Context: an optimization exercise on an open-source flow, tuned for small area, a short achievable clock period and few clock cycles. The choices shown serve that exercise and are no tape-out recipe.
RTL that was checked went through simulation tests only; none was proved equivalent to the original.
Function not checked in run 1: the RTL went through the layout flow alone.

## flow/design.v (module list and top-level ports; edited modules follow where they fit)
// module qsim_ctrl: 154 lines
// module real_mac: 1995 lines
// module imag_mac: 2011 lines
// module amp_writer: 82 lines
// module qsim_top: 165 lines
module qsim_top #(
  parameter int MAX_QUBITS = 4,
  parameter int MAX_GATES  = 4,
  localparam int MAX_N = 2 ** MAX_QUBITS,
  localparam int IN_AW = $clog2(MAX_N + 1),
  localparam int GT_AW = $clog2(MAX_GATES * MAX_N * MAX_N),
  localparam int SP_AW = MAX_QUBITS + 1
) (
  input  logic                  clk,
  input  logic                  reset_n,
  input  logic                  dut_valid,
  output logic                  dut_ready,
  output logic [IN_AW-1:0]      q_state_input_sram_read_address,
  input  qsim_pkg::word_t       q_state_input_sram_read_data,
  output logic [GT_AW-1:0]      q_gates_sram_read_address,
  input  qsim_pkg::word_t       q_gates_sram_read_data,
  output logic [SP_AW-1:0]      scratchpad_sram_read_address,
  input  qsim_pkg::word_t       scratchpad_sram_read_data,
  output logic                  scratchpad_sram_write_enable,
  output logic [SP_AW-1:0]      scratchpad_sram_write_address,
  output qsim_pkg::word_t       scratchpad_sram_write_data,
  output logic                  q_state_output_sram_write_enable,
  output logic [MAX_QUBITS-1:0] q_state_output_sram_write_address,
  output qsim_pkg::word_t       q_state_output_sram_write_data
);
  // ...
==> flow/flow/run.sh <==
#!/bin/bash
# Own layout flow: the standard ORFS flow (standard.sh) at the design's
# clock period and constraints, with these changes in how the layout is made:
#  * after the standard synthesis, flow/fa_polarity.py removes inverters
#    between full-adder cells (a full adder with all inputs and outputs
#    complemented is the same cell); registers are untouched;
#  * timing repair aims for SETUP_SLACK_MARGIN ns of setup slack, worst path
#    only (TNS_END_PERCENT 0), so the resizer works on the paths that set the
#    achieved period;
#  * port buffers are buf_2 instead of the default pick;
#  * clock tree synthesis adds no dummy loads.
# Each step's full output goes to its own log file in this folder.
set -euo pipefail

export SETUP_SLACK_MARGIN=${SETUP_SLACK_MARGIN:-9.0}
export TNS_END_PERCENT=0
export BUFFER_PORTS_ARGS="-buffer_cell sky130_fd_sc_hd__buf_2"
export CTS_ARGS="-sink_clustering_enable -repair_clock_nets -dont_use_dummy_load"

RES=$(pwd)/orfs/results/$FLOW_PLATFORM/qsim_top/base

bash standard.sh "$RES/1_2_yosys.v" > log_synth.txt 2>&1
cp "$RES/1_2_yosys.v" 1_2_yosys_standard.v
python3 flow/fa_polarity.py 1_2_yosys_standard.v "$RES/1_2_yosys.v" > log_fa_polarity.txt 2>&1
bash standard.sh synth > log_synth_odb.txt 2>&1
bash standard.sh floorplan > log_floorplan.txt 2>&1
bash standard.sh place > log_place.txt 2>&1
bash standard.sh cts > log_cts.txt 2>&1
bash standard.sh route > log_route.txt 2>&1
bash standard.sh finish > log_finish.txt 2>&1
test -s out/final.def
==> flow/flow/fa_polarity.py <==
#!/usr/bin/env python3
"""Remove inverters around full-adder cells in a mapped sky130 netlist.

A full adder is self-dual: FA(~a, ~b, ~c) = (~sum, ~cout). Yosys's extract_fa
often picks the inverted form, which leaves inverters between the adders of a
multiplier tree. This pass chooses, for every fa cell, whether to use its
inputs and outputs as they are or all complemented, greedily lowering the
number of nets that need an inverted copy, and then rewires the inverters.
Registers and every other cell keep their names, types and connections.

usage: fa_polarity.py IN.v OUT.v
"""
import random
import re
import sys

CELL_RE = re.compile(r'^(\s*)(sky130_fd_sc_hd__\w+)\s+(\S+)\s*\((.*?)\);\s*$', re.S | re.M)
PIN_RE = re.compile(r'\.(\w+)\(([^()]*)\)')
OUT_PINS = {'X', 'Y', 'Q', 'Q_N', 'SUM', 'COUT', 'HI', 'LO'}
FA_IN = ('A', 'B', 'CIN')
FA_OUT = ('SUM', 'COUT')


def esc(n):
    # an escaped identifier ends at white space
    return n + " " if n.startswith("\\") else n


def is_inv(t):
    return re.match(r'sky130_fd_sc_hd__(clk)?inv_\d+$', t) is not None


def main(src, dst):
    text = open(src).read()
    if re.search(r'^\s*assign\s', text, re.M):
        # keep it simple: only netlists without assigns are rewritten
        open(dst, 'w').write(text)
        print("fa_polarity: assign statements present, netlist unchanged")
        return
    cells = []
    for m in CELL_RE.finditer(text):
        pins = [(p, n.strip()) for p, n in PIN_RE.findall(m.group(4))]
        cells.append({'type': m.group(2), 'name': m.group(3), 'pins': pins,
                      'span': m.span(), 'indent': m.group(1)})
    driver = {}
    loads = {}
    for ci, c in enumerate(cells):
        for p, n in c['pins']:
            if p in OUT_PINS:
                driver[n] = (ci, p)
            else:
                loads.setdefault(n, []).append((ci, p))
    # output ports count as fixed loads
    ports_out = set()
    for m in re.finditer(r'^\s*output\s+(\[[^\]]*\]\s*)?([^;]+);', text, re.M):
        for nm in m.group(2).split(','):
            ports_out.add(nm.strip())

    def port_load(n):
        base = n.split('[')[0].strip()
        return base in ports_out or n in ports_out

    fa = [ci for ci, c in enumerate(cells) if re.match(r'sky130_fd_sc_hd__fa_\d+$', c['type'])]
    fa_set = set(fa)
    XSWAP = {'sky130_fd_sc_hd__xor2_1': 'sky130_fd_sc_hd__xnor2_1',
             'sky130_fd_sc_hd__xnor2_1': 'sky130_fd_sc_hd__xor2_1'}
    xo = [ci for ci, c in enumerate(cells) if c['type'] in XSWAP]

    # roots: nets driven by a non-inverter (or undriven: inputs, constants)
    def root_of(n):
        d = driver.get(n)
        if d is not None and is_inv(cells[d[0]]['type']):
            a = dict(cells[d[0]]['pins'])['A']
            r, par = root_of(a)
            return r, par ^ 1
        return n, 0

    # a root is editable when its inverters are one level deep, feed only
    # ordinary cell pins, and neither the root nor an inverter output is a port
    inv_of = {}
    editable = {}
    for ci, c in enumerate(cells):
        if is_inv(c['type']):
            a = dict(c['pins'])['A']
            inv_of.setdefault(a, []).append(ci)

    def check_root(r):
        if r in editable:
            return editable[r]
        ok = True
        d = driver.get(r)
        if d is None or is_inv(cells[d[0]]['type']):
            ok = False
        for ci in inv_of.get(r, []):
            y = dict(cells[ci]['pins'])['Y']
            if port_load(y):
                ok = False
            for lc, lp in loads.get(y, []):
                if is_inv(cells[lc]['type']):
                    ok = False
        editable[r] = ok
        return ok

    # polarity-relevant roots: every FA input root and every FA output net
    roots = set()
    for ci in fa:
        pins = dict(cells[ci]['pins'])
        for p in FA_IN:
            roots.add(root_of(pins[p])[0])
        for p in FA_OUT:
            if p in pins:
                roots.add(pins[p])
    flippable = {}
    for ci in fa:
        pins = dict(cells[ci]['pins'])
        ok = all(check_root(root_of(pins[p])[0]) for p in FA_IN)
        ok = ok and all(check_root(pins[p]) for p in FA_OUT if p in pins)
        ok = ok and all(not port_load(pins[p]) for p in FA_OUT if p in pins)
        flippable[ci] = ok

    # for each editable root: its sinks as (cell, pin, parity)
    sinks = {}
    for r in roots:
        if not editable.get(r):
            continue
        lst = []
        for lc, lp in loads.get(r, []):
            if not is_inv(cells[lc]['type']):
                lst.append((lc, lp, 0))
        for ic in inv_of.get(r, []):
            y = dict(cells[ic]['pins'])['Y']
            for lc, lp in loads.get(y, []):
                lst.append((lc, lp, 1))
        sinks[r] = lst

    flip = {ci: 0 for ci in fa}
    drv_fa = {}
    for r in sinks:
        d = driver[r]
        drv_fa[r] = d[0] if d[0] in fa_set else None
    # an xor/xnor driving an editable root flips by becoming the other cell
    for ci in xo:
        pins = dict(cells[ci]['pins'])
        y = pins.get('X', pins.get('Y'))
        if y in sinks and not port_load(y):
            flip[ci] = 0
            flippable[ci] = True
            drv_fa[y] = ci

    def need(r, lc, par):
        v = par
        if drv_fa[r] is not None:
            v ^= flip[drv_fa[r]]
        if lc in fa_set:
            v ^= flip[lc]
        return v

    def cost(r):
        return 1 if any(need(r, lc, par) for lc, lp, par in sinks[r]) else 0

    touch = {ci: set() for ci in flip}
    for r, lst in sinks.items():
        if drv_fa[r] is not None:
            touch[drv_fa[r]].add(r)
        for lc, lp, par in lst:
            if lc in fa_set:
                touch[lc].add(r)

    before = sum(cost(r) for r in sinks)

    def descend():
        for _ in range(50):
            changed = 0
            for ci in cand:
                rs = touch[ci]
                c0 = sum(cost(r) for r in rs)
                flip[ci] ^= 1
                c1 = sum(cost(r) for r in rs)
                if c1 < c0:
                    changed += 1
                else:
                    flip[ci] ^= 1
            if not changed:
                break

    cand = [ci for ci in flip if flippable[ci] and all(r in sinks for r in touch[ci])]
    descend()
    best = dict(flip)
    best_cost = sum(cost(r) for r in sinks)
    rng = random.Random(1)
    for _ in range(200):
        for ci in cand:
            if rng.random() < 0.1:
                flip[ci] ^= 1
        descend()
        c = sum(cost(r) for r in sinks)
        if c < best_cost:
            best, best_cost = dict(flip), c
        else:
            flip.update(best)
    flip.update(best)
    after = sum(cost(r) for r in sinks)

    XSWAP_SET = set(ci for ci in xo if ci in flip)
    # rewrite connections
    newpins = {ci: dict(c['pins']) for ci, c in enumerate(cells)}
    order = {ci: [p for p, n in c['pins']] for ci, c in enumerate(cells)}
    delete = set()
    extra = []
    extra_wires = []
    nnew = 0
    for r, lst in sinks.items():
        invs = inv_of.get(r, [])
        inv_lst = [(lc, lp) for lc, lp, par in lst if need(r, lc, par)]
        pos_lst = [(lc, lp) for lc, lp, par in lst if not need(r, lc, par)]
        for lc, lp in pos_lst:
            newpins[lc][lp] = r
        if inv_lst:
            if invs:
                keep = invs[0]
                y = newpins[keep]['Y']
                for ic in invs[1:]:
                    delete.add(ic)
            else:
                nnew += 1
                y = f"fapol_n{nnew}"
                extra_wires.append(y)
                extra.append((f"fapol_i{nnew}", r, y))
            for lc, lp in inv_lst:
                newpins[lc][lp] = y
        else:
            for ic in invs:
                delete.add(ic)

    out = []
    pos = 0
    for ci, c in enumerate(cells):
        s, e = c['span']
        out.append(text[pos:s])
        pos = e
        if ci in delete:
            continue
        if ci in XSWAP_SET and flip.get(ci):
            # xor2 drives X, xnor2 drives Y
            o_old, o_new = ('X', 'Y') if 'X' in newpins[ci] else ('Y', 'X')
            newpins[ci][o_new] = newpins[ci].pop(o_old)
            order[ci] = [o_new if p == o_old else p for p in order[ci]]
            c = dict(c, type=XSWAP[c['type']])
        body = ",\n".join(f"{c['indent']}  .{p}({esc(newpins[ci][p])})" for p in order[ci])
        out.append(f"{c['indent']}{c['type']} {c['name']} (\n{body}\n{c['indent']});\n")
    out.append(text[pos:])
    res = "".join(out)
    if extra:
        decl = "".join(f"  wire {w};\n" for w in extra_wires)
        inst = "".join(f"  sky130_fd_sc_hd__inv_1 {n} (\n    .A({esc(a)}),\n    .Y({y})\n  );\n" for n, a, y in extra)
        idx = res.rindex("endmodule")
        res = res[:idx] + inst + res[idx:]
        m = re.search(r'^\s*wire\s', res, re.M)
        res = res[:m.start()] + "\n" + decl + res[m.start() + 1:]
    open(dst, 'w').write(res)
    print(f"fa_polarity: {len(fa)} full adders, {len(XSWAP_SET)} xor cells, {sum(flip.values())} flipped, "
          f"inverted nets {before} -> {after}, {len(delete)} inverters removed, {nnew} added")


if __name__ == "__main__":
    main(sys.argv[1], sys.argv[2])
==> flow/standard.sh <==
#!/bin/bash
# synth_recipe.tcl (not shown) runs the flow's synth.tcl, then flattens the netlist and writes it again
# the make line also repeats each setting of config.mk as NAME=value (left out here)
make -C /OpenROAD-flow-scripts/flow DESIGN_CONFIG=/design/flow/config.mk WORK_HOME=/design/flow/orfs CLKGATE_MAP_FILE= SYNTH_SCRIPT=/design/flow/synth_recipe.tcl "${@:-finish}"
==> flow/config.mk <==
export PLATFORM = sky130hd
export DESIGN_NAME = qsim_top
export DESIGN_NICKNAME = qsim_top
export VERILOG_FILES = /design/flow/design.v
export SDC_FILE = /design/flow/constraint.sdc
export NUM_CORES = 4
export LEC_CHECK = 0
export CAP_MARGIN = 20
export CORE_MARGIN = 2
export CORE_UTILIZATION = 60
export SLEW_MARGIN = 20
==> flow/constraint.sdc <==
create_clock -name core_clock -period 12.0 [get_ports {clk}]
set_input_delay 2.4000 -clock core_clock [delete_from_list [all_inputs] [get_ports {clk}]]
set_output_delay 2.4000 -clock core_clock [all_outputs]
set_load 0.01 [all_outputs]
==> run notes, run 1 <==
The die span in y is 264 um, and the total iterations of the first detailed-routing run is 6. The placed instances occupy a cell area of 41400 um^2. The detailed-route wire length per cell is 24.4 um. The run finished with no timing, DRC or antenna violations.

The number of max-slew violations in the final report was 0. The detailed router used layers up to and including met5. The flow inserted 873 tap cells. Derived from the worst setup path, the maximum achievable clock frequency is 0.272 GHz. Using the TritonRoute via totals, the vias-per-cell ratio works out to 6.21. The area growth from synthesis to layout is 6.24%.

The clock arrives with 0.0675 ns of skew.

The routed layout has 28400 vias. The initial core utilization is 0.605, and the area of the core region is 67000 um^2. The footprint of the multi-input gates was 26300 um^2. After layout, the clock buffer instance count stands at 61. Summed over all layers, the global routing overflow is 0. Walking the worst path, the cells encountered are o21ai_0, xnor2_1, fa_1, fa_1, fa_1, fa_1. Row generation in the floorplan step produced 95 rows. Number of buffers added on ports: 194. The final design area excluding fillers is 43100 um^2, and the area share of buffers outside the clock network is 0.0294.

The tightest hold margin is 0.328 ns. Among the stages of the critical path, the cell type that occurs most often is fa_1.

The met3 global-route usage came out at 0.0622. For the final-report setup violation count, the log shows 0. The DRC violation count after routing is 0. The sequential cells in the finished layout cover a total of 12100 um^2. When the netlist entered floorplanning its net count stood at 4525. The H-tree generated during clock tree synthesis spans 2 levels. The synthesized area per cell is 10.7 um^2.

Family of cells with the greatest summed delay on the critical path: adder cells. The fraction of standard cell area that is sequential is 0.282. Counting instances, the worst hold path has a depth of 0.
==> module qsim_ctrl, before the edit <==
module qsim_ctrl #(
  parameter int MAX_QUBITS = 4,
  parameter int MAX_GATES  = 4,
  localparam int MAX_N = 2 ** MAX_QUBITS,
  localparam int IN_AW = $clog2(MAX_N + 1),
  localparam int GT_AW = $clog2(MAX_GATES * MAX_N * MAX_N),
  localparam int SP_AW = MAX_QUBITS + 1
) (
  input  logic                  clk,
  input  logic                  reset_n,
  input  logic                  dut_valid,
  output logic                  dut_ready,
  output logic [IN_AW-1:0]      q_state_input_sram_read_address,
  input  qsim_pkg::word_t       q_state_input_sram_read_data,
  output logic [GT_AW-1:0]      q_gates_sram_read_address,
  output logic [SP_AW-1:0]      scratchpad_sram_read_address,
  output logic [MAX_QUBITS-1:0] n_m1,
  output logic [2:0]            m_reg,
  output logic                  use_in,
  output logic                  use_in_n,
  output logic [3:0]            acc_first,
  output logic                  row_done,
  input  logic                  job_done
);
  logic                  busy;
  logic                  job_active;
  logic                  job_active_nx;
  logic [GT_AW-1:0]      gate_addr_n;
  logic [GT_AW-1:0]      gate_addr_nx;
  logic                  hdr;
  logic [2:0]            q_reg;
  logic [MAX_QUBITS-1:0] col;
  logic [MAX_QUBITS-1:0] row;
  logic [2:0]            gate;
  logic [2:0]            stall;
  logic                  start;
  logic                  issue;
  logic                  row_end;
  logic                  gate_end;
  logic                  last_gate;
  logic                  first_t;
  logic [MAX_QUBITS-1:0] col_nx;
  logic [2:0]            gate_nx;
  logic [1:0]            f_p;
  logic [1:0]            f_n;
  logic [3:0]            f_o;
  logic [3:0]            last_d;
  assign n_m1 = ~({MAX_QUBITS{1'b1}} << q_reg);
  assign start     = !job_active && dut_valid && reset_n;
  assign job_active_nx = (job_active || start) && !job_done;
  assign issue     = busy && (stall == '0);
  assign row_end   = (col == n_m1) && !hdr;
  assign gate_end  = row_end && (row == n_m1);
  assign last_gate = (gate == m_reg - 1'b1);
  assign first_t   = issue && (col == '0);
  assign col_nx  = row_end ? '0 : col + 1'b1;
  always_comb
  begin
    gate_addr_nx = ~gate_addr_n;
    if (start)
      gate_addr_nx = '0;
    else if (issue)
      gate_addr_nx = (gate_end && last_gate) ? '0 : ~gate_addr_n + 1'b1;
    else if (!busy)
      gate_addr_nx = '0;
  end
  assign gate_nx = gate_end ? gate + 1'b1 : gate;
  always_ff @(posedge clk or negedge reset_n)
  begin
    if (!reset_n)
    begin
      job_active                      <= 1'b0;
      busy                            <= 1'b0;
      hdr                             <= 1'b0;
      q_reg                           <= '0;
      m_reg                           <= '0;
      col                             <= '0;
      row                             <= '0;
      gate                            <= '0;
      stall                           <= '0;
      last_d                          <= '0;
    end
    else
    begin
      last_d <= {last_d[2:0], issue && row_end};
      job_active <= job_active_nx;
      if (hdr)
      begin
        q_reg <= q_state_input_sram_read_data[qsim_pkg::WORD_W/2 +: 3];
        m_reg <= q_state_input_sram_read_data[0 +: 3];
      end
      if (start)
      begin
        busy <= 1'b1;
        hdr  <= 1'b1;
      end
      else if (issue)
      begin
        hdr <= 1'b0;
        col <= col_nx;
        if (row_end)
          row <= gate_end ? '0 : row + 1'b1;
        gate <= gate_nx;
        if (gate_end)
        begin
          if (last_gate)
          begin
            busy <= 1'b0;
            gate <= '0;
          end
          else
          begin
            stall <= (n_m1 == 4'd1) ? 3'd4 : (n_m1 == 4'd3) ? 3'd2 : 3'd0;
          end
        end
      end
      else if (busy)
      begin
        stall <= stall - 1'b1;
      end
    end
  end
  always_ff @(posedge clk)
  begin
    f_p <= {f_p[0], first_t};
    f_n <= {f_n[0], ~first_t};
    f_o <= {~f_p[1], f_p[1], f_n[1], ~f_n[1]};
    use_in   <= (gate == '0);
    use_in_n <= (gate != '0);
  end
  always_ff @(posedge clk)
  begin
    dut_ready <= !job_active_nx;
    gate_addr_n               <= ~gate_addr_nx;
    q_gates_sram_read_address <= gate_addr_nx;
    if (start)
    begin
      q_state_input_sram_read_address <= IN_AW'(1);
    end
    else if (issue)
    begin
      q_state_input_sram_read_address <= IN_AW'(col_nx) + IN_AW'(1);
      scratchpad_sram_read_address    <= {~gate_nx[0], col_nx};
      if (gate_end && last_gate)
        q_state_input_sram_read_address <= '0;
    end
    else if (!busy)
    begin
      q_state_input_sram_read_address <= '0;
    end
  end
  assign acc_first = {~f_o[3], f_o[2], ~f_o[1], f_o[0]};
  assign row_done  = last_d[3];
endmodule
==> module amp_writer, before the edit <==
module amp_writer #(
  parameter int MAX_QUBITS = 4,
  parameter int SPLIT      = 12,
  parameter int SPLIT2     = 25,
  localparam int SP_AW = MAX_QUBITS + 1,
  localparam int AW    = qsim_pkg::ACC_W
) (
  input  logic                  clk,
  input  logic                  reset_n,
  input  logic [MAX_QUBITS-1:0] n_m1,
  input  logic [2:0]            m_reg,
  input  logic [AW-SPLIT2-1:0]     real_hi,
  input  logic [SPLIT2-SPLIT-1:0]  real_mid,
  input  logic [SPLIT-1:0]         real_lo,
  input  logic                     real_cy1,
  input  logic                     real_cy2,
  input  logic [AW-SPLIT2-1:0]     imag_hi,
  input  logic [SPLIT2-SPLIT-1:0]  imag_mid,
  input  logic [SPLIT-1:0]         imag_lo,
  input  logic                     imag_cy1,
  input  logic                     imag_cy2,
  input  logic                  row_done,
  output logic                  job_done,
  output logic                  scratchpad_sram_write_enable,
  output logic [SP_AW-1:0]      scratchpad_sram_write_address,
  output qsim_pkg::word_t       scratchpad_sram_write_data,
  output logic                  q_state_output_sram_write_enable,
  output logic [MAX_QUBITS-1:0] q_state_output_sram_write_address,
  output qsim_pkg::word_t       q_state_output_sram_write_data
);
  localparam int SH = qsim_pkg::FRAC_BITS;
  logic [MAX_QUBITS-1:0] wr_row;
  logic [2:0]            wr_gate;
  logic                  wr_last_gate;
  logic                  wr_row_end;
  logic [SP_AW-1:0]      addr_q;
  qsim_pkg::word_t       word_q;
  logic [AW-1:0]         real_sum;
  logic [AW-1:0]         imag_sum;
  assign real_sum = {{real_hi, real_mid} + (AW-SPLIT)'(real_cy1)
                     + ((AW-SPLIT)'(real_cy2) << (SPLIT2-SPLIT)), real_lo};
  assign imag_sum = {{imag_hi, imag_mid} + (AW-SPLIT)'(imag_cy1)
                     + ((AW-SPLIT)'(imag_cy2) << (SPLIT2-SPLIT)), imag_lo};
  function automatic logic [15:0] saturate(input logic [AW-1:0] v);
    if (v[AW-1:SH+15] == '0 || v[AW-1:SH+15] == '1)
      saturate = v[SH+15:SH];
    else
      saturate = v[AW-1] ? 16'h8000 : 16'h7fff;
  endfunction
  assign wr_last_gate = (wr_gate == m_reg - 1'b1);
  assign wr_row_end   = (wr_row == n_m1);
  always_ff @(posedge clk or negedge reset_n)
  begin
    if (!reset_n)
    begin
      wr_row                           <= '0;
      wr_gate                          <= '0;
      job_done                         <= 1'b0;
    end
    else
    begin
      job_done                         <= row_done && wr_last_gate && wr_row_end;
      if (row_done)
      begin
        wr_row <= wr_row_end ? '0 : wr_row + 1'b1;
        if (wr_row_end)
          wr_gate <= wr_last_gate ? '0 : wr_gate + 1'b1;
      end
    end
  end
  always_ff @(posedge clk)
  begin
    scratchpad_sram_write_enable     <= row_done && !wr_last_gate;
    q_state_output_sram_write_enable <= row_done && wr_last_gate;
    addr_q <= {wr_gate[0], wr_row};
    word_q <= {saturate(real_sum), saturate(imag_sum)};
  end
  assign scratchpad_sram_write_address     = addr_q;
  assign scratchpad_sram_write_data        = word_q;
  assign q_state_output_sram_write_address = addr_q[MAX_QUBITS-1:0];
  assign q_state_output_sram_write_data    = word_q;
endmodule
==> module qsim_top, before the edit <==
module qsim_top #(
  parameter int MAX_QUBITS = 4,
  parameter int MAX_GATES  = 4,
  localparam int MAX_N = 2 ** MAX_QUBITS,
  localparam int IN_AW = $clog2(MAX_N + 1),
  localparam int GT_AW = $clog2(MAX_GATES * MAX_N * MAX_N),
  localparam int SP_AW = MAX_QUBITS + 1
) (
  input  logic                  clk,
  input  logic                  reset_n,
  input  logic                  dut_valid,
  output logic                  dut_ready,
  output logic [IN_AW-1:0]      q_state_input_sram_read_address,
  input  qsim_pkg::word_t       q_state_input_sram_read_data,
  output logic [GT_AW-1:0]      q_gates_sram_read_address,
  input  qsim_pkg::word_t       q_gates_sram_read_data,
  output logic [SP_AW-1:0]      scratchpad_sram_read_address,
  input  qsim_pkg::word_t       scratchpad_sram_read_data,
  output logic                  scratchpad_sram_write_enable,
  output logic [SP_AW-1:0]      scratchpad_sram_write_address,
  output qsim_pkg::word_t       scratchpad_sram_write_data,
  output logic                  q_state_output_sram_write_enable,
  output logic [MAX_QUBITS-1:0] q_state_output_sram_write_address,
  output qsim_pkg::word_t       q_state_output_sram_write_data
);
  localparam int ND = qsim_pkg::NDIG;
  localparam int AW = qsim_pkg::ACC_W;
  localparam int K  = 12;
  localparam int K2 = 25;
  logic [MAX_QUBITS-1:0] n_m1;
  logic [2:0]            m_reg;
  logic                  use_in;
  logic                  use_in_n;
  logic [3:0]            acc_first;
  logic                  row_done;
  logic                  job_done;
  logic [ND-1:0] gr_one, gr_two, gr_neg;
  logic [ND-1:0] gi_one, gi_two, gi_neg;
  logic [ND-1:0] gr_one_a, gr_two_a, gr_neg_a;
  logic [ND-1:0] gi_one_a, gi_two_a, gi_neg_a;
  logic [ND-1:0] gr_one_b, gr_two_b, gr_neg_b;
  logic [ND-1:0] gi_one_b, gi_two_b, gi_neg_b;
  qsim_pkg::word_t state_a;
  qsim_pkg::word_t state_b;
  logic [AW-K2-1:0] real_hi, imag_hi;
  logic [K2-K-1:0]  real_mid, imag_mid;
  logic [K-1:0]     real_lo, imag_lo;
  logic             real_cy1, imag_cy1;
  logic             real_cy2, imag_cy2;
  qsim_ctrl #(
    .MAX_QUBITS (MAX_QUBITS),
    .MAX_GATES  (MAX_GATES)
  ) ctrl_i (
    .clk                             (clk),
    .reset_n                         (reset_n),
    .dut_valid                       (dut_valid),
    .dut_ready                       (dut_ready),
    .q_state_input_sram_read_address (q_state_input_sram_read_address),
    .q_state_input_sram_read_data    (q_state_input_sram_read_data),
    .q_gates_sram_read_address       (q_gates_sram_read_address),
    .scratchpad_sram_read_address    (scratchpad_sram_read_address),
    .n_m1                            (n_m1),
    .m_reg                           (m_reg),
    .use_in                          (use_in),
    .use_in_n                        (use_in_n),
    .acc_first                       (acc_first),
    .row_done                        (row_done),
    .job_done                        (job_done)
  );
  function automatic logic [3*ND-1:0] booth(input logic [15:0] y);
    logic [16:0] e;
    logic [ND-1:0] one, two, neg;
    e = {y, 1'b0};
    for (int j = 0; j < ND; j++)
    begin
      neg[j] = e[2*j+2];
      one[j] = e[2*j+1] ^ e[2*j];
      two[j] = (e[2*j+2] & ~e[2*j+1] & ~e[2*j]) | (~e[2*j+2] & e[2*j+1] & e[2*j]);
    end
    booth = {neg, two, one};
  endfunction
  assign {gr_neg, gr_two, gr_one} = booth(q_gates_sram_read_data[31:16]);
  assign {gi_neg, gi_two, gi_one} = booth(q_gates_sram_read_data[15:0]);
  always_ff @(posedge clk)
  begin
    gr_one_a <= gr_one;
    gr_two_a <= gr_two;
    gr_neg_a <= gr_neg;
    gi_one_a <= gi_one;
    gi_two_a <= gi_two;
    gi_neg_a <= gi_neg;
    state_a  <= use_in ? q_state_input_sram_read_data : scratchpad_sram_read_data;
    gr_one_b <= ~gr_one;
    gr_two_b <= ~gr_two;
    gr_neg_b <= ~gr_neg;
    gi_one_b <= ~gi_one;
    gi_two_b <= ~gi_two;
    gi_neg_b <= ~gi_neg;
    state_b  <= use_in_n ? ~scratchpad_sram_read_data : ~q_state_input_sram_read_data;
  end
  real_mac real_mac_i (
    .clk      (clk),
    .ga_one   (gr_one_a),
    .ga_two   (gr_two_a),
    .ga_neg   (gr_neg_a),
    .xa       (state_a[31:16]),
    .gb_one   (gi_one_a),
    .gb_two   (gi_two_a),
    .gb_neg   (~gi_neg_a),
    .xb       (state_a[15:0]),
    .first_lo (acc_first[0]),
    .first_hi (acc_first[1]),
    .acc_hi   (real_hi),
    .acc_mid  (real_mid),
    .acc_lo   (real_lo),
    .cy1      (real_cy1),
    .cy2      (real_cy2)
  );
  imag_mac imag_mac_i (
    .clk      (clk),
    .ga_one_n (gr_one_b),
    .ga_two_n (gr_two_b),
    .ga_neg_n (gr_neg_b),
    .xa_n     (state_b[15:0]),
    .gb_one_n (gi_one_b),
    .gb_two_n (gi_two_b),
    .gb_neg_n (gi_neg_b),
    .xb_n     (state_b[31:16]),
    .first_lo (acc_first[2]),
    .first_hi (acc_first[3]),
    .acc_hi   (imag_hi),
    .acc_mid  (imag_mid),
    .acc_lo   (imag_lo),
    .cy1      (imag_cy1),
    .cy2      (imag_cy2)
  );
  amp_writer #(
    .MAX_QUBITS (MAX_QUBITS),
    .SPLIT      (K),
    .SPLIT2     (K2)
  ) writer_i (
    .clk                               (clk),
    .reset_n                           (reset_n),
    .n_m1                              (n_m1),
    .m_reg                             (m_reg),
    .real_hi                           (real_hi),
    .real_mid                          (real_mid),
    .real_lo                           (real_lo),
    .real_cy1                          (real_cy1),
    .real_cy2                          (real_cy2),
    .imag_hi                           (imag_hi),
    .imag_mid                          (imag_mid),
    .imag_lo                           (imag_lo),
    .imag_cy1                          (imag_cy1),
    .imag_cy2                          (imag_cy2),
    .row_done                          (row_done),
    .job_done                          (job_done),
    .scratchpad_sram_write_enable      (scratchpad_sram_write_enable),
    .scratchpad_sram_write_address     (scratchpad_sram_write_address),
    .scratchpad_sram_write_data        (scratchpad_sram_write_data),
    .q_state_output_sram_write_enable  (q_state_output_sram_write_enable),
    .q_state_output_sram_write_address (q_state_output_sram_write_address),
    .q_state_output_sram_write_data    (q_state_output_sram_write_data)
  );
endmodule
==> inputs of run 2 (changes only) <==
--- a/flow/design.v
+++ b/flow/design.v
@@ -29,20 +29,16 @@
   output logic [2:0]            m_reg,
   output logic                  use_in,
   output logic                  use_in_n,
   output logic [3:0]            acc_first,
   output logic                  row_done,
   input  logic                  job_done
 );
   logic                  busy;
-  logic                  job_active;
-  logic                  job_active_nx;
-  logic [GT_AW-1:0]      gate_addr_n;
-  logic [GT_AW-1:0]      gate_addr_nx;
   logic                  hdr;
   logic [2:0]            q_reg;
   logic [MAX_QUBITS-1:0] col;
   logic [MAX_QUBITS-1:0] row;
   logic [2:0]            gate;
   logic [2:0]            stall;
   logic                  start;
   logic                  issue;
@@ -52,140 +48,119 @@
   logic                  first_t;
   logic [MAX_QUBITS-1:0] col_nx;
   logic [2:0]            gate_nx;
   logic [1:0]            f_p;
   logic [1:0]            f_n;
   logic [3:0]            f_o;
   logic [3:0]            last_d;
   assign n_m1 = ~({MAX_QUBITS{1'b1}} << q_reg);
-  assign start     = !job_active && dut_valid && reset_n;
-  assign job_active_nx = (job_active || start) && !job_done;
+  assign start     = dut_ready && dut_valid;
   assign issue     = busy && (stall == '0);
   assign row_end   = (col == n_m1) && !hdr;
   assign gate_end  = row_end && (row == n_m1);
   assign last_gate = (gate == m_reg - 1'b1);
   assign first_t   = issue && (col == '0);
   assign col_nx  = row_end ? '0 : col + 1'b1;
-  always_comb
-  begin
-    gate_addr_nx = ~gate_addr_n;
-    if (start)
-      gate_addr_nx = '0;
-    else if (issue)
-      gate_addr_nx = (gate_end && last_gate) ? '0 : ~gate_addr_n + 1'b1;
-    else if (!busy)
-      gate_addr_nx = '0;
-  end
   assign gate_nx = gate_end ? gate + 1'b1 : gate;
   always_ff @(posedge clk or negedge reset_n)
   begin
     if (!reset_n)
     begin
-      job_active                      <= 1'b0;
+      dut_ready                       <= 1'b1;
       busy                            <= 1'b0;
       hdr                             <= 1'b0;
       q_reg                           <= '0;
       m_reg                           <= '0;
       col                             <= '0;
       row                             <= '0;
       gate                            <= '0;
       stall                           <= '0;
+      q_state_input_sram_read_address <= '0;
+      q_gates_sram_read_address       <= '0;
+      scratchpad_sram_read_address    <= '0;
+      use_in                          <= 1'b0;
+      use_in_n                        <= 1'b1;
+      f_p                             <= '0;
+      f_n                             <= '1;
+      f_o                             <= 4'b1010;
       last_d                          <= '0;
     end
     else
     begin
+      f_p    <= {f_p[0], first_t};
+      f_n    <= {f_n[0], ~first_t};
+      f_o    <= {~f_p[1], f_p[1], f_n[1], ~f_n[1]};
       last_d <= {last_d[2:0], issue && row_end};
-      job_active <= job_active_nx;
+      use_in   <= (gate == '0);
+      use_in_n <= (gate != '0);
+      if (job_done)
+        dut_ready <= 1'b1;
       if (hdr)
       begin
         q_reg <= q_state_input_sram_read_data[qsim_pkg::WORD_W/2 +: 3];
         m_reg <= q_state_input_sram_read_data[0 +: 3];
       end
       if (start)
       begin
-        busy <= 1'b1;
-        hdr  <= 1'b1;
+        dut_ready                          <= 1'b0;
+        busy                               <= 1'b1;
+        hdr                                <= 1'b1;
+        q_state_input_sram_read_address[0] <= 1'b1;
       end
       else if (issue)
       begin
         hdr <= 1'b0;
         col <= col_nx;
         if (row_end)
           row <= gate_end ? '0 : row + 1'b1;
         gate <= gate_nx;
+        q_gates_sram_read_address       <= q_gates_sram_read_address + 1'b1;
+        q_state_input_sram_read_address <= IN_AW'(col_nx) + IN_AW'(1);
+        scratchpad_sram_read_address    <= {~gate_nx[0], col_nx};
         if (gate_end)
         begin
           if (last_gate)
           begin
-            busy <= 1'b0;
-            gate <= '0;
+            busy                            <= 1'b0;
+            gate                            <= '0;
+            q_state_input_sram_read_address <= '0;
+            q_gates_sram_read_address       <= '0;
           end
           else
           begin
             stall <= (n_m1 == 4'd1) ? 3'd4 : (n_m1 == 4'd3) ? 3'd2 : 3'd0;
           end
         end
       end
       else if (busy)
       begin
         stall <= stall - 1'b1;
       end
     end
   end
-  always_ff @(posedge clk)
-  begin
-    f_p <= {f_p[0], first_t};
-    f_n <= {f_n[0], ~first_t};
-    f_o <= {~f_p[1], f_p[1], f_n[1], ~f_n[1]};
-    use_in   <= (gate == '0);
-    use_in_n <= (gate != '0);
-  end
-  always_ff @(posedge clk)
-  begin
-    dut_ready <= !job_active_nx;
-    gate_addr_n               <= ~gate_addr_nx;
-    q_gates_sram_read_address <= gate_addr_nx;
-    if (start)
-    begin
-      q_state_input_sram_read_address <= IN_AW'(1);
-    end
-    else if (issue)
-    begin
-      q_state_input_sram_read_address <= IN_AW'(col_nx) + IN_AW'(1);
-      scratchpad_sram_read_address    <= {~gate_nx[0], col_nx};
-      if (gate_end && last_gate)
-        q_state_input_sram_read_address <= '0;
-    end
-    else if (!busy)
-    begin
-      q_state_input_sram_read_address <= '0;
-    end
-  end
   assign acc_first = {~f_o[3], f_o[2], ~f_o[1], f_o[0]};
   assign row_done  = last_d[3];
 endmodule
 `timescale 1ns/1ps
 module real_mac (
   input  logic clk,
   input  logic [7:0] ga_one,
   input  logic [7:0] ga_two,
   input  logic [7:0] ga_neg,
   input  logic [15:0] xa,
   input  logic [7:0] gb_one,
   input  logic [7:0] gb_two,
   input  logic [7:0] gb_neg,
   input  logic [15:0] xb,
   input  logic first_lo,
   input  logic first_hi,
-  output logic [11:0] acc_hi,
-  output logic [12:0] acc_mid,
-  output logic [11:0] acc_lo,
-  output logic cy1,
-  output logic cy2
+  output logic [18:0] acc_hi,
+  output logic [17:0] acc_lo,
+  output logic cy
 );
   logic pp1;
   logic pp2;
   logic pp3;
   logic pp4;
   logic pp5;
   logic pp6;
   logic pp7;
@@ -1158,20 +1133,19 @@
   logic hc974;
   logic hs975;
   logic hc976;
   logic hs977;
   logic hc978;
   logic [36:0] acc_in;
   logic [36:0] sum_a;
   logic [36:0] sum_b;
-  logic [12:0] lo;
-  logic [13:0] mid;
-  logic [11:0] hi;
-  assign acc_in = {first_hi ? 12'd0 : acc_hi, first_lo ? 13'd0 : acc_mid, first_lo ? 12'd0 : acc_lo};
+  logic [18:0] lo;
+  logic [18:0] hi;
+  assign acc_in = {first_hi ? 19'd0 : acc_hi, first_lo ? 18'd0 : acc_lo};
   assign pp1 = (ga_one[0] & xa[0]) ^ ga_neg[0];
   assign pp2 = ((ga_one[0] & xa[1]) | (ga_two[0] & xa[0])) ^ ga_neg[0];
   assign pp3 = ((ga_one[0] & xa[2]) | (ga_two[0] & xa[1])) ^ ga_neg[0];
   assign pp4 = ((ga_one[0] & xa[3]) | (ga_two[0] & xa[2])) ^ ga_neg[0];
   assign pp5 = ((ga_one[0] & xa[4]) | (ga_two[0] & xa[3])) ^ ga_neg[0];
   assign pp6 = ((ga_one[0] & xa[5]) | (ga_two[0] & xa[4])) ^ ga_neg[0];
   assign pp7 = ((ga_one[0] & xa[6]) | (ga_two[0] & xa[5])) ^ ga_neg[0];
   assign pp8 = ((ga_one[0] & xa[7]) | (ga_two[0] & xa[6])) ^ ga_neg[0];
@@ -2022,19 +1996,18 @@
   assign hs973 = 1'b1 ^ acc_in[34];
   assign hc974 = 1'b1 & acc_in[34];
   assign hs975 = 1'b1 ^ acc_in[35];
   assign hc976 = 1'b1 & acc_in[35];
   assign hs977 = 1'b1 ^ acc_in[36];
   assign hc978 = 1'b1 & acc_in[36];
   assign sum_a = {hs977, hs975, hs973, hs971, hs969, fs967, fs965, fs963, fs961, fs959, fs957, fs955, fs953, fs951, fs949, fs947, fs945, fs943, fs941, fs939, fs937, fs935, fs933, fs931, fs929, fs927, fs925, fs923, fs921, fs919, fs917, fs915, fs913, fs911, fs909, fs907, hs905};
   assign sum_b = {hc976, hc974, hc972, hc970, fc968, fc966, fc964, fc962, fc960, fc958, fc956, fc954, fc952, fc950, fc948, fc946, fc944, fc942, fc940, fc938, fc936, fc934, fc932, fc930, fc928, fc926, fc924, fc922, fc920, fc918, fc916, fc914, fc912, fc910, fc908, hc906, acc_in[0]};
-  assign lo = {1'b0, sum_a[11:0]} + {1'b0, sum_b[11:0]};
-  assign mid = {1'b0, sum_a[24:12]} + {1'b0, sum_b[24:12]} + {13'd0, cy1 & ~first_lo};
-  assign hi = sum_a[36:25] + sum_b[36:25] + {11'd0, cy2 & ~first_hi};
+  assign lo = {1'b0, sum_a[17:0]} + {1'b0, sum_b[17:0]};
+  assign hi = sum_a[36:18] + sum_b[36:18] + {18'd0, cy & ~first_hi};
   always_ff @(posedge clk)
   begin
     cut663 <= pp1;
     cut664 <= ga_neg[0];
     cut665 <= pp137;
     cut666 <= gb_neg[0];
     cut667 <= pp2;
     cut668 <= pp138;
@@ -2147,41 +2120,37 @@
     cut775 <= fc656;
     cut776 <= fc658;
     cut777 <= pp135;
     cut778 <= pp271;
     cut779 <= fc660;
     cut780 <= hc662;
     cut781 <= pp136;
     cut782 <= pp272;
-    acc_lo  <= lo[11:0];
-    cy1     <= lo[12];
-    acc_mid <= mid[12:0];
-    cy2     <= mid[13];
-    acc_hi  <= hi;
+    acc_lo <= lo[17:0];
+    cy     <= lo[18];
+    acc_hi <= hi;
   end
 endmodule
 `timescale 1ns/1ps
 module imag_mac (
   input  logic clk,
   input  logic [7:0] ga_one_n,
   input  logic [7:0] ga_two_n,
   input  logic [7:0] ga_neg_n,
   input  logic [15:0] xa_n,
   input  logic [7:0] gb_one_n,
   input  logic [7:0] gb_two_n,
   input  logic [7:0] gb_neg_n,
   input  logic [15:0] xb_n,
   input  logic first_lo,
   input  logic first_hi,
-  output logic [11:0] acc_hi,
-  output logic [12:0] acc_mid,
-  output logic [11:0] acc_lo,
-  output logic cy1,
-  output logic cy2
+  output logic [18:0] acc_hi,
+  output logic [17:0] acc_lo,
+  output logic cy
 );
   logic [7:0] ga_one;
   logic [7:0] ga_two;
   logic [7:0] ga_neg;
   logic [15:0] xa;
   logic [7:0] gb_one;
   logic [7:0] gb_two;
   logic [7:0] gb_neg;
@@ -3162,28 +3131,27 @@
   logic hc974;
   logic hs975;
   logic hc976;
   logic hs977;
   logic hc978;
   logic [36:0] acc_in;
   logic [36:0] sum_a;
   logic [36:0] sum_b;
-  logic [12:0] lo;
-  logic [13:0] mid;
-  logic [11:0] hi;
+  logic [18:0] lo;
+  logic [18:0] hi;
   assign ga_one = ~ga_one_n;
   assign ga_two = ~ga_two_n;
   assign ga_neg = ~ga_neg_n;
   assign xa = ~xa_n;
   assign gb_one = ~gb_one_n;
   assign gb_two = ~gb_two_n;
   assign gb_neg = ~gb_neg_n;
   assign xb = ~xb_n;
-  assign acc_in = {first_hi ? 12'd0 : acc_hi, first_lo ? 13'd0 : acc_mid, first_lo ? 12'd0 : acc_lo};
+  assign acc_in = {first_hi ? 19'd0 : acc_hi, first_lo ? 18'd0 : acc_lo};
   assign pp1 = (ga_one[0] & xa[0]) ^ ga_neg[0];
   assign pp2 = ((ga_one[0] & xa[1]) | (ga_two[0] & xa[0])) ^ ga_neg[0];
   assign pp3 = ((ga_one[0] & xa[2]) | (ga_two[0] & xa[1])) ^ ga_neg[0];
   assign pp4 = ((ga_one[0] & xa[3]) | (ga_two[0] & xa[2])) ^ ga_neg[0];
   assign pp5 = ((ga_one[0] & xa[4]) | (ga_two[0] & xa[3])) ^ ga_neg[0];
   assign pp6 = ((ga_one[0] & xa[5]) | (ga_two[0] & xa[4])) ^ ga_neg[0];
   assign pp7 = ((ga_one[0] & xa[6]) | (ga_two[0] & xa[5])) ^ ga_neg[0];
   assign pp8 = ((ga_one[0] & xa[7]) | (ga_two[0] & xa[6])) ^ ga_neg[0];
@@ -4034,19 +4002,18 @@
   assign hs973 = 1'b1 ^ acc_in[34];
   assign hc974 = 1'b1 & acc_in[34];
   assign hs975 = 1'b1 ^ acc_in[35];
   assign hc976 = 1'b1 & acc_in[35];
   assign hs977 = 1'b1 ^ acc_in[36];
   assign hc978 = 1'b1 & acc_in[36];
   assign sum_a = {hs977, hs975, hs973, hs971, hs969, fs967, fs965, fs963, fs961, fs959, fs957, fs955, fs953, fs951, fs949, fs947, fs945, fs943, fs941, fs939, fs937, fs935, fs933, fs931, fs929, fs927, fs925, fs923, fs921, fs919, fs917, fs915, fs913, fs911, fs909, fs907, hs905};
   assign sum_b = {hc976, hc974, hc972, hc970, fc968, fc966, fc964, fc962, fc960, fc958, fc956, fc954, fc952, fc950, fc948, fc946, fc944, fc942, fc940, fc938, fc936, fc934, fc932, fc930, fc928, fc926, fc924, fc922, fc920, fc918, fc916, fc914, fc912, fc910, fc908, hc906, acc_in[0]};
-  assign lo = {1'b0, sum_a[11:0]} + {1'b0, sum_b[11:0]};
-  assign mid = {1'b0, sum_a[24:12]} + {1'b0, sum_b[24:12]} + {13'd0, cy1 & ~first_lo};
-  assign hi = sum_a[36:25] + sum_b[36:25] + {11'd0, cy2 & ~first_hi};
+  assign lo = {1'b0, sum_a[17:0]} + {1'b0, sum_b[17:0]};
+  assign hi = sum_a[36:18] + sum_b[36:18] + {18'd0, cy & ~first_hi};
   always_ff @(posedge clk)
   begin
     cut663 <= pp1;
     cut664 <= ga_neg[0];
     cut665 <= pp137;
     cut666 <= gb_neg[0];
     cut667 <= pp2;
     cut668 <= pp138;
@@ -4159,45 +4126,38 @@
     cut775 <= fc656;
     cut776 <= fc658;
     cut777 <= pp135;
     cut778 <= pp271;
     cut779 <= fc660;
     cut780 <= hc662;
     cut781 <= pp136;
     cut782 <= pp272;
-    acc_lo  <= lo[11:0];
-    cy1     <= lo[12];
-    acc_mid <= mid[12:0];
-    cy2     <= mid[13];
-    acc_hi  <= hi;
+    acc_lo <= lo[17:0];
+    cy     <= lo[18];
+    acc_hi <= hi;
   end
 endmodule
 `timescale 1ns/1ps
 module amp_writer #(
   parameter int MAX_QUBITS = 4,
-  parameter int SPLIT      = 12,
-  parameter int SPLIT2     = 25,
+  parameter int SPLIT      = 18,
   localparam int SP_AW = MAX_QUBITS + 1,
   localparam int AW    = qsim_pkg::ACC_W
 ) (
   input  logic                  clk,
   input  logic                  reset_n,
   input  logic [MAX_QUBITS-1:0] n_m1,
   input  logic [2:0]            m_reg,
-  input  logic [AW-SPLIT2-1:0]     real_hi,
-  input  logic [SPLIT2-SPLIT-1:0]  real_mid,
-  input  logic [SPLIT-1:0]         real_lo,
-  input  logic                     real_cy1,
-  input  logic                     real_cy2,
-  input  logic [AW-SPLIT2-1:0]     imag_hi,
-  input  logic [SPLIT2-SPLIT-1:0]  imag_mid,
-  input  logic [SPLIT-1:0]         imag_lo,
-  input  logic                     imag_cy1,
-  input  logic                     imag_cy2,
+  input  logic [AW-SPLIT-1:0]   real_hi,
+  input  logic [SPLIT-1:0]      real_lo,
+  input  logic                  real_cy,
+  input  logic [AW-SPLIT-1:0]   imag_hi,
+  input  logic [SPLIT-1:0]      imag_lo,
+  input  logic                  imag_cy,
   input  logic                  row_done,
   output logic                  job_done,
   output logic                  scratchpad_sram_write_enable,
   output logic [SP_AW-1:0]      scratchpad_sram_write_address,
   output qsim_pkg::word_t       scratchpad_sram_write_data,
   output logic                  q_state_output_sram_write_enable,
   output logic [MAX_QUBITS-1:0] q_state_output_sram_write_address,
   output qsim_pkg::word_t       q_state_output_sram_write_data
@@ -4206,51 +4166,51 @@
   logic [MAX_QUBITS-1:0] wr_row;
   logic [2:0]            wr_gate;
   logic                  wr_last_gate;
   logic                  wr_row_end;
   logic [SP_AW-1:0]      addr_q;
   qsim_pkg::word_t       word_q;
   logic [AW-1:0]         real_sum;
   logic [AW-1:0]         imag_sum;
-  assign real_sum = {{real_hi, real_mid} + (AW-SPLIT)'(real_cy1)
-                     + ((AW-SPLIT)'(real_cy2) << (SPLIT2-SPLIT)), real_lo};
-  assign imag_sum = {{imag_hi, imag_mid} + (AW-SPLIT)'(imag_cy1)
-                     + ((AW-SPLIT)'(imag_cy2) << (SPLIT2-SPLIT)), imag_lo};
+  assign real_sum = {real_hi + (AW-SPLIT)'(real_cy), real_lo};
+  assign imag_sum = {imag_hi + (AW-SPLIT)'(imag_cy), imag_lo};
   function automatic logic [15:0] saturate(input logic [AW-1:0] v);
     if (v[AW-1:SH+15] == '0 || v[AW-1:SH+15] == '1)
       saturate = v[SH+15:SH];
     else
       saturate = v[AW-1] ? 16'h8000 : 16'h7fff;
   endfunction
   assign wr_last_gate = (wr_gate == m_reg - 1'b1);
   assign wr_row_end   = (wr_row == n_m1);
   always_ff @(posedge clk or negedge reset_n)
   begin
     if (!reset_n)
     begin
       wr_row                           <= '0;
       wr_gate                          <= '0;
       job_done                         <= 1'b0;
+      scratchpad_sram_write_enable     <= 1'b0;
+      q_state_output_sram_write_enable <= 1'b0;
     end
     else
     begin
+      scratchpad_sram_write_enable     <= row_done && !wr_last_gate;
+      q_state_output_sram_write_enable <= row_done && wr_last_gate;
       job_done                         <= row_done && wr_last_gate && wr_row_end;
       if (row_done)
       begin
         wr_row <= wr_row_end ? '0 : wr_row + 1'b1;
         if (wr_row_end)
           wr_gate <= wr_last_gate ? '0 : wr_gate + 1'b1;
       end
     end
   end
   always_ff @(posedge clk)
   begin
-    scratchpad_sram_write_enable     <= row_done && !wr_last_gate;
-    q_state_output_sram_write_enable <= row_done && wr_last_gate;
     addr_q <= {wr_gate[0], wr_row};
     word_q <= {saturate(real_sum), saturate(imag_sum)};
   end
   assign scratchpad_sram_write_address     = addr_q;
   assign scratchpad_sram_write_data        = word_q;
   assign q_state_output_sram_write_address = addr_q[MAX_QUBITS-1:0];
   assign q_state_output_sram_write_data    = word_q;
 endmodule
@@ -4277,38 +4237,35 @@
   output logic [SP_AW-1:0]      scratchpad_sram_write_address,
   output qsim_pkg::word_t       scratchpad_sram_write_data,
   output logic                  q_state_output_sram_write_enable,
   output logic [MAX_QUBITS-1:0] q_state_output_sram_write_address,
   output qsim_pkg::word_t       q_state_output_sram_write_data
 );
   localparam int ND = qsim_pkg::NDIG;
   localparam int AW = qsim_pkg::ACC_W;
-  localparam int K  = 12;
-  localparam int K2 = 25;
+  localparam int K  = 18;
   logic [MAX_QUBITS-1:0] n_m1;
   logic [2:0]            m_reg;
   logic                  use_in;
   logic                  use_in_n;
   logic [3:0]            acc_first;
   logic                  row_done;
   logic                  job_done;
   logic [ND-1:0] gr_one, gr_two, gr_neg;
   logic [ND-1:0] gi_one, gi_two, gi_neg;
   logic [ND-1:0] gr_one_a, gr_two_a, gr_neg_a;
   logic [ND-1:0] gi_one_a, gi_two_a, gi_neg_a;
   logic [ND-1:0] gr_one_b, gr_two_b, gr_neg_b;
   logic [ND-1:0] gi_one_b, gi_two_b, gi_neg_b;
   qsim_pkg::word_t state_a;
   qsim_pkg::word_t state_b;
-  logic [AW-K2-1:0] real_hi, imag_hi;
-  logic [K2-K-1:0]  real_mid, imag_mid;
-  logic [K-1:0]     real_lo, imag_lo;
-  logic             real_cy1, imag_cy1;
-  logic             real_cy2, imag_cy2;
+  logic [AW-K-1:0] real_hi, imag_hi;
+  logic [K-1:0]    real_lo, imag_lo;
+  logic            real_cy, imag_cy;
   qsim_ctrl #(
     .MAX_QUBITS (MAX_QUBITS),
     .MAX_GATES  (MAX_GATES)
   ) ctrl_i (
     .clk                             (clk),
     .reset_n                         (reset_n),
     .dut_valid                       (dut_valid),
     .dut_ready                       (dut_ready),
@@ -4363,58 +4320,49 @@
     .xa       (state_a[31:16]),
     .gb_one   (gi_one_a),
     .gb_two   (gi_two_a),
     .gb_neg   (~gi_neg_a),
     .xb       (state_a[15:0]),
     .first_lo (acc_first[0]),
     .first_hi (acc_first[1]),
     .acc_hi   (real_hi),
-    .acc_mid  (real_mid),
     .acc_lo   (real_lo),
-    .cy1      (real_cy1),
-    .cy2      (real_cy2)
+    .cy       (real_cy)
   );
   imag_mac imag_mac_i (
     .clk      (clk),
     .ga_one_n (gr_one_b),
     .ga_two_n (gr_two_b),
     .ga_neg_n (gr_neg_b),
     .xa_n     (state_b[15:0]),
     .gb_one_n (gi_one_b),
     .gb_two_n (gi_two_b),
     .gb_neg_n (gi_neg_b),
     .xb_n     (state_b[31:16]),
     .first_lo (acc_first[2]),
     .first_hi (acc_first[3]),
     .acc_hi   (imag_hi),
-    .acc_mid  (imag_mid),
     .acc_lo   (imag_lo),
-    .cy1      (imag_cy1),
-    .cy2      (imag_cy2)
+    .cy       (imag_cy)
   );
   amp_writer #(
     .MAX_QUBITS (MAX_QUBITS),
-    .SPLIT      (K),
-    .SPLIT2     (K2)
+    .SPLIT      (K)
   ) writer_i (
     .clk                               (clk),
     .reset_n                           (reset_n),
     .n_m1                              (n_m1),
     .m_reg                             (m_reg),
     .real_hi                           (real_hi),
-    .real_mid                          (real_mid),
     .real_lo                           (real_lo),
-    .real_cy1                          (real_cy1),
-    .real_cy2                          (real_cy2),
+    .real_cy                           (real_cy),
     .imag_hi                           (imag_hi),
-    .imag_mid                          (imag_mid),
     .imag_lo                           (imag_lo),
-    .imag_cy1                          (imag_cy1),
-    .imag_cy2                          (imag_cy2),
+    .imag_cy                           (imag_cy),
     .row_done                          (row_done),
     .job_done                          (job_done),
     .scratchpad_sram_write_enable      (scratchpad_sram_write_enable),
     .scratchpad_sram_write_address     (scratchpad_sram_write_address),
     .scratchpad_sram_write_data        (scratchpad_sram_write_data),
     .q_state_output_sram_write_enable  (q_state_output_sram_write_enable),
     .q_state_output_sram_write_address (q_state_output_sram_write_address),
     .q_state_output_sram_write_data    (q_state_output_sram_write_data)
==> flow/run.sh (new file) <==
#!/bin/bash
# synth_recipe.tcl (not shown) runs the flow's synth.tcl, then flattens the netlist and writes it again
# the make line also repeats each setting of config.mk as NAME=value (left out here)
make -C /OpenROAD-flow-scripts/flow DESIGN_CONFIG=/design/flow/config.mk WORK_HOME=/design/flow/orfs CLKGATE_MAP_FILE= SYNTH_SCRIPT=/design/flow/synth_recipe.tcl finish
==> flow/config.mk (replaced) <==
export PLATFORM = sky130hd
export DESIGN_NAME = qsim_top
export DESIGN_NICKNAME = qsim_top
export VERILOG_FILES = /design/flow/design.v
export SDC_FILE = /design/flow/constraint.sdc
export NUM_CORES = 4
export LEC_CHECK = 0
export CAP_MARGIN = 20
export CORE_MARGIN = 2
export CORE_UTILIZATION = 40
export SLEW_MARGIN = 20
removed: flow/flow/run.sh
removed: flow/flow/fa_polarity.py
removed: flow/standard.sh
==> run 2 against run 1 <==
  * Clock skew is 0.026 ns lower
  * Global-route usage is 10 points lower
  * Wire length grew 6.2%
  * Clock-buffer cell count is 35 higher
  * Sequential cell count fell by 17
==> run notes, run 2 <==
The leading cell type by number of instances after synthesis was inv_1. Counting flops and latches in the post-synthesis netlist gives 576. Total iterations of the first detailed-routing run: 8 (was 6).

Number of hold buffers added after cts: 0 (unchanged). The kind of path behind the tightest hold check is reg -> reg (unchanged). Largest registers ranked by flip-flop count: state_a (32), state_b (32), writer_i.word_q (32) (unchanged). The number of top-level pins is 195 (unchanged). Setup repair after global routing left no endpoint under its margin.

The die footprint came out at 108000 um^2 (was 69600 um^2). The library cell appearing most often on the critical path was fa_1 (unchanged). For this run, the leading register cell type out of synthesis is dfxtp_1.

Counting distinct cell types in the post-synthesis netlist gives 72. Number of buffers inserted by post-CTS setup repair: 0 (was 5). The final design area excluding fillers was 47200 um^2 (was 43100 um^2); the number of nets in the layout was 4953 (was 4448).

After synthesis, the most frequently instantiated cells are 628 x inv_1, 513 x dfxtp_1, 506 x fa_1, 415 x xnor2_1, 323 x clkbuf_1. Required time at the endpoint of the critical path: 12.52 ns (was 12.49 ns). The run gives 3 (unchanged) as the number of buffers on the longest clock path. The relative max-transition margin was 0.203 (was 0.218). The clock slew seen by the registers of the worst setup and hold paths came out at 0.06 ns (was 0.05 ns). The logs give 88.5 mm (was 84.2 mm) for the post-detailed-placement half-perimeter wirelength and 0.0420 ns (was 0.0675 ns) for the final clock skew.

The area share of the leading cell type in the synthesized netlist works out to 0.244. The total number of clock tree sinks came out at 576 (was 593). Critical setup path kind: reg -> reg (unchanged).

The post-route clock period utilization is 0.371 (was 0.306). For the footprint of the multi-input gates, the log shows 26300 um^2 (about the same). Worst path arrival time: 4.98 ns (was 4.16 ns).

After synthesis, the cell types taking the most area are dfxtp_1 24%, fa_1 24%, xnor2_1 8.6%, inv_1 5.6%, xor2_1 5.1%. The run gives 18 (was 17) as the initial antenna violation count. TritonCTS built the clock tree.

The tools report the detailed router's first-iteration violation count as 2366 (was 2832). The ratio of routed vias to standard cells came out at 5.29 (was 6.21). The aggregate routed wire length was 118 mm (was 111 mm). The largest net degree at the start of global routing was 39 (was 38).

For the final-report setup violation count, the log shows 0 (unchanged). The total CTS buffers was 70 (was 61); the sequential share of the synthesized area was 0.281. The transition time of the tightest slew-check pin was 1.19 ns (was 1.17 ns). The path depth of the worst reg2reg path came out at 16 (was 6).

Source of the worst register-to-register timing path: real_mac_i.cut735 (was state_a[15]). The detailed-route wire length per cell came out at 20.9 um (was 24.4 um). Later-pin clock latency in the skew report: 0.65 ns (was 0.63 ns). The tools report the final weighted congestion in routability-driven placement as 0.896 (was 0.935). The tools report the standard-cell row count as 119 (was 95). The run gives 0 ns (unchanged) as the post-route setup TNS. The initial core utilization came out at 0.402 (was 0.605). The cell at the root of the clock tree was clkbuf_16 (unchanged).

Highest attainable clock frequency: 0.224 GHz (was 0.272 GHz). The tools report the endpoint with the worst hold slack as ctrl_i.last_d[3] (was ctrl_i.f_n[1]). Number of filler cells placed in the layout: 9921 (was 5393).

The slowest library cell on the worst path was fa_1 (was dfxtp_1). The post-cts repair resize count came out at 0 (was 30). The tools report the leftover overflow at the end of global routing as 0 (unchanged).

Most used cells in the layout excluding fill and tap cells: 628 x inv_1, 513 x dfxtp_1, 506 x fa_1, 415 x xnor2_1, 247 x xor2_1 (was 537 x dfxtp_1, 496 x fa_1, 411 x xnor2_1, 256 x o22ai_1, 246 x xor2_1). The tools report the type of element capturing the critical path as a flip-flop (unchanged). The synthesized area per cell was 9.92 um^2 (was 10.7 um^2). The final hold violation count is 0 (unchanged), and the area overhead of the layout relative to synthesis is 11.9% (was 6.24%). The tools report the cell count after synthesis as 4249 (was 3772).

Die span in y: 329 um (was 264 um). The final critical delay including setup and external delays was 4.46 ns (was 3.67 ns); the delay of the slowest critical-path stage was 0.54 ns (was 0.84 ns). For the number of maximum-capacitance constraint violations, the log shows 0 (unchanged). Cell area reported after detailed placement: 44700 um^2 (was 41400 um^2).

The most common library cell in the layout ignoring fill and taps was inv_1 (was dfxtp_1). Total of warnings raised by yosys: 5 (unchanged). The reg-to-reg critical path endpoint is real_mac_i.acc_hi[16] (was real_mac_i.cut725). The number of cells on the worst hold path is 0 (unchanged), and the number of nets in the synthesized netlist is 5002 (was 4525). The post-synth design cell area was 42100 um^2 (was 40500 um^2).

Total global routing track utilization: 0.223 (was 0.325). The tools report the reg-to-reg setup timing slack as 7.54 ns (was 8.33 ns). The deepest level of the CTS H-tree was 3 (was 2). The logs give 105000 um^2 (was 67000 um^2) for the area of the core region and 11900 um^2 (was 12100 um^2) for the area of all sequential standard cells. dfxtp_1 takes more of the synthesized area than any other cell.

The chip width came out at 329 um (was 264 um). Number of buffers added on ports: 194 (unchanged). The startpoint kind of the worst setup timing path is a flip-flop (unchanged).

The async set-reset flop share out of synthesis is 0.109, and the share of final-layout standard cells stronger than drive strength 1 is 0.0611 (was 0.115). The run finished with no timing, DRC or antenna violations. The wire length of the first global-routing pass came out at 186 mm (was 176 mm). The number of max-slew violations in the final report was 0 (unchanged).

For the DRC violation count after routing, the log shows 0 (unchanged). The number of nets with antenna violations after detailed routing is 0 (unchanged), and the biggest fanout along the worst timing path is 3 (was 16). The tools report the startpoint of the lowest-slack hold path as ctrl_i.last_d[2] (was ctrl_i.f_n[0]). The number of global-route vias before repair is 30900 (was 30000).

Yosys mapped a number of flops with a built-in enable equal to 0. Sequence of cells on the critical path: fa_1, inv_1, fa_1, inv_1, fa_1, inv_1, fa_1, fa_1, nor2b_1, o31a_1, o211ai_1, a21oi_1, o221ai_1, o22ai_1, o22ai_1, xnor2_1 (was o21ai_0, xnor2_1, fa_1, fa_1, fa_1, fa_1). For the number of vias after detailed routing, the log shows 29900 (was 28400).
[run 2: area by class of cell]
type | instances | area share
Timing Repair Buffer | 261 | 0.0518
Tap cell | 1391 | 0.0369
Clock inverter | 31 | 0.00926
Multi-Input combinational cell | 2658 | 0.558
Antenna cell | 7 | 0.000371
Sequential cell | 576 | 0.251
Clock buffer | 96 | 0.0418
Inverter | 633 | 0.0504
[run 2: worst max-delay path, delay by kind of cell (launching register included)]
family,cells,cell delay (ns)
compound gates,6,1.06
xor+xnor,1,0.13
fa+ha+maj,5,2.47
buf+inv,3,0.17
flops,1,0.31
simple gates,1,0.18
[run 2: layer usage]
metal,routed length (um),up-vias,track usage
li1,-,13600,-
met5,103,-,0
met2,54900,1207,0.358
met4,4610,18,0.0902
met1,48900,14800,0.292
met3,9730,260,0.0462
[run 2: metrics by stage]
step	setup WS [ns]	utilization	cells	hold WS, ns
2_1_floorplan	7.95	-	4249	0.329
4_1_cts	7.58	0.449	5646	0.349
3_5_place_dp	7.57	0.426	5519	0.336
3_3_place_gp	7.62	0.426	5519	0.332
5_1_grt	7.23	0.449	5651	0.362
6_report	7.54	0.449	5653	0.347
[run 2: logic make-up after synthesis]
| group | after synthesis | synth area share |
|---|---|---|
| flops | 576 | 0.281 |
| xor+xnor | 663 | 0.138 |
| fa+ha+maj | 654 | 0.284 |
| compound gates | 781 | 0.123 |
| simple gates | 475 | 0.0578 |
| buf+inv | 1015 | 0.0941 |
| mux | 85 | 0.0215 |
[run 2: worst max path at each step]
stage	start	to	slack, ns	cells after the start
2_1_floorplan	real_mac_i.cut735	real_mac_i.acc_hi[16]	7.95	16
3_3_place_gp	dut_valid	ctrl_i.q_gates_sram_read_address[6]	7.62	6
3_5_place_dp	dut_valid	ctrl_i.q_gates_sram_read_address[9]	7.57	7
4_1_cts	real_mac_i.cut735	real_mac_i.acc_hi[16]	7.58	16
5_1_grt	ctrl_i.f_o[2]	imag_mac_i.acc_lo[16]	7.23	15
6_report	real_mac_i.cut735	real_mac_i.acc_hi[16]	7.54	16
Testbench counts of run 2, summed over its fixed seeds: cycles 68,716.

[afterwards: timing with drivers on the ports]
The flow's constraints put no driver on any port. The routed layouts listed below were extracted and timed again, unchanged, in two steps.
Step 1 (the two cells are an assumption about what drives the block):
set clk [get_ports {clk}]
set_driving_cell -lib_cell sky130_fd_sc_hd__clkbuf_16 $clk
set_driving_cell -lib_cell sky130_fd_sc_hd__buf_2 [delete_from_list [all_inputs] $clk]
Step 2 times the ports against the registers' clock, not the clock port: input delays grow and output delays shrink by t, the midpoint of the rising clock arrivals with the driver on.
Three values: ideal, step 1, step 2; two values: the first two.
run | t, ns | setup slack, ns | slew at the worst register clock pin (ns)
run 1 | 0.659 | 8.329 / 8.329 / 7.852 | 0.07 / 0.07
run 2 | 0.701 | 7.542 / 7.542 / 7.542 | 0.08 / 0.08
After both steps every run listed still meets setup and hold. The setup slack of run 1, which loses most, moves by 0.000 ns with the drivers and by -0.477 ns with both steps.
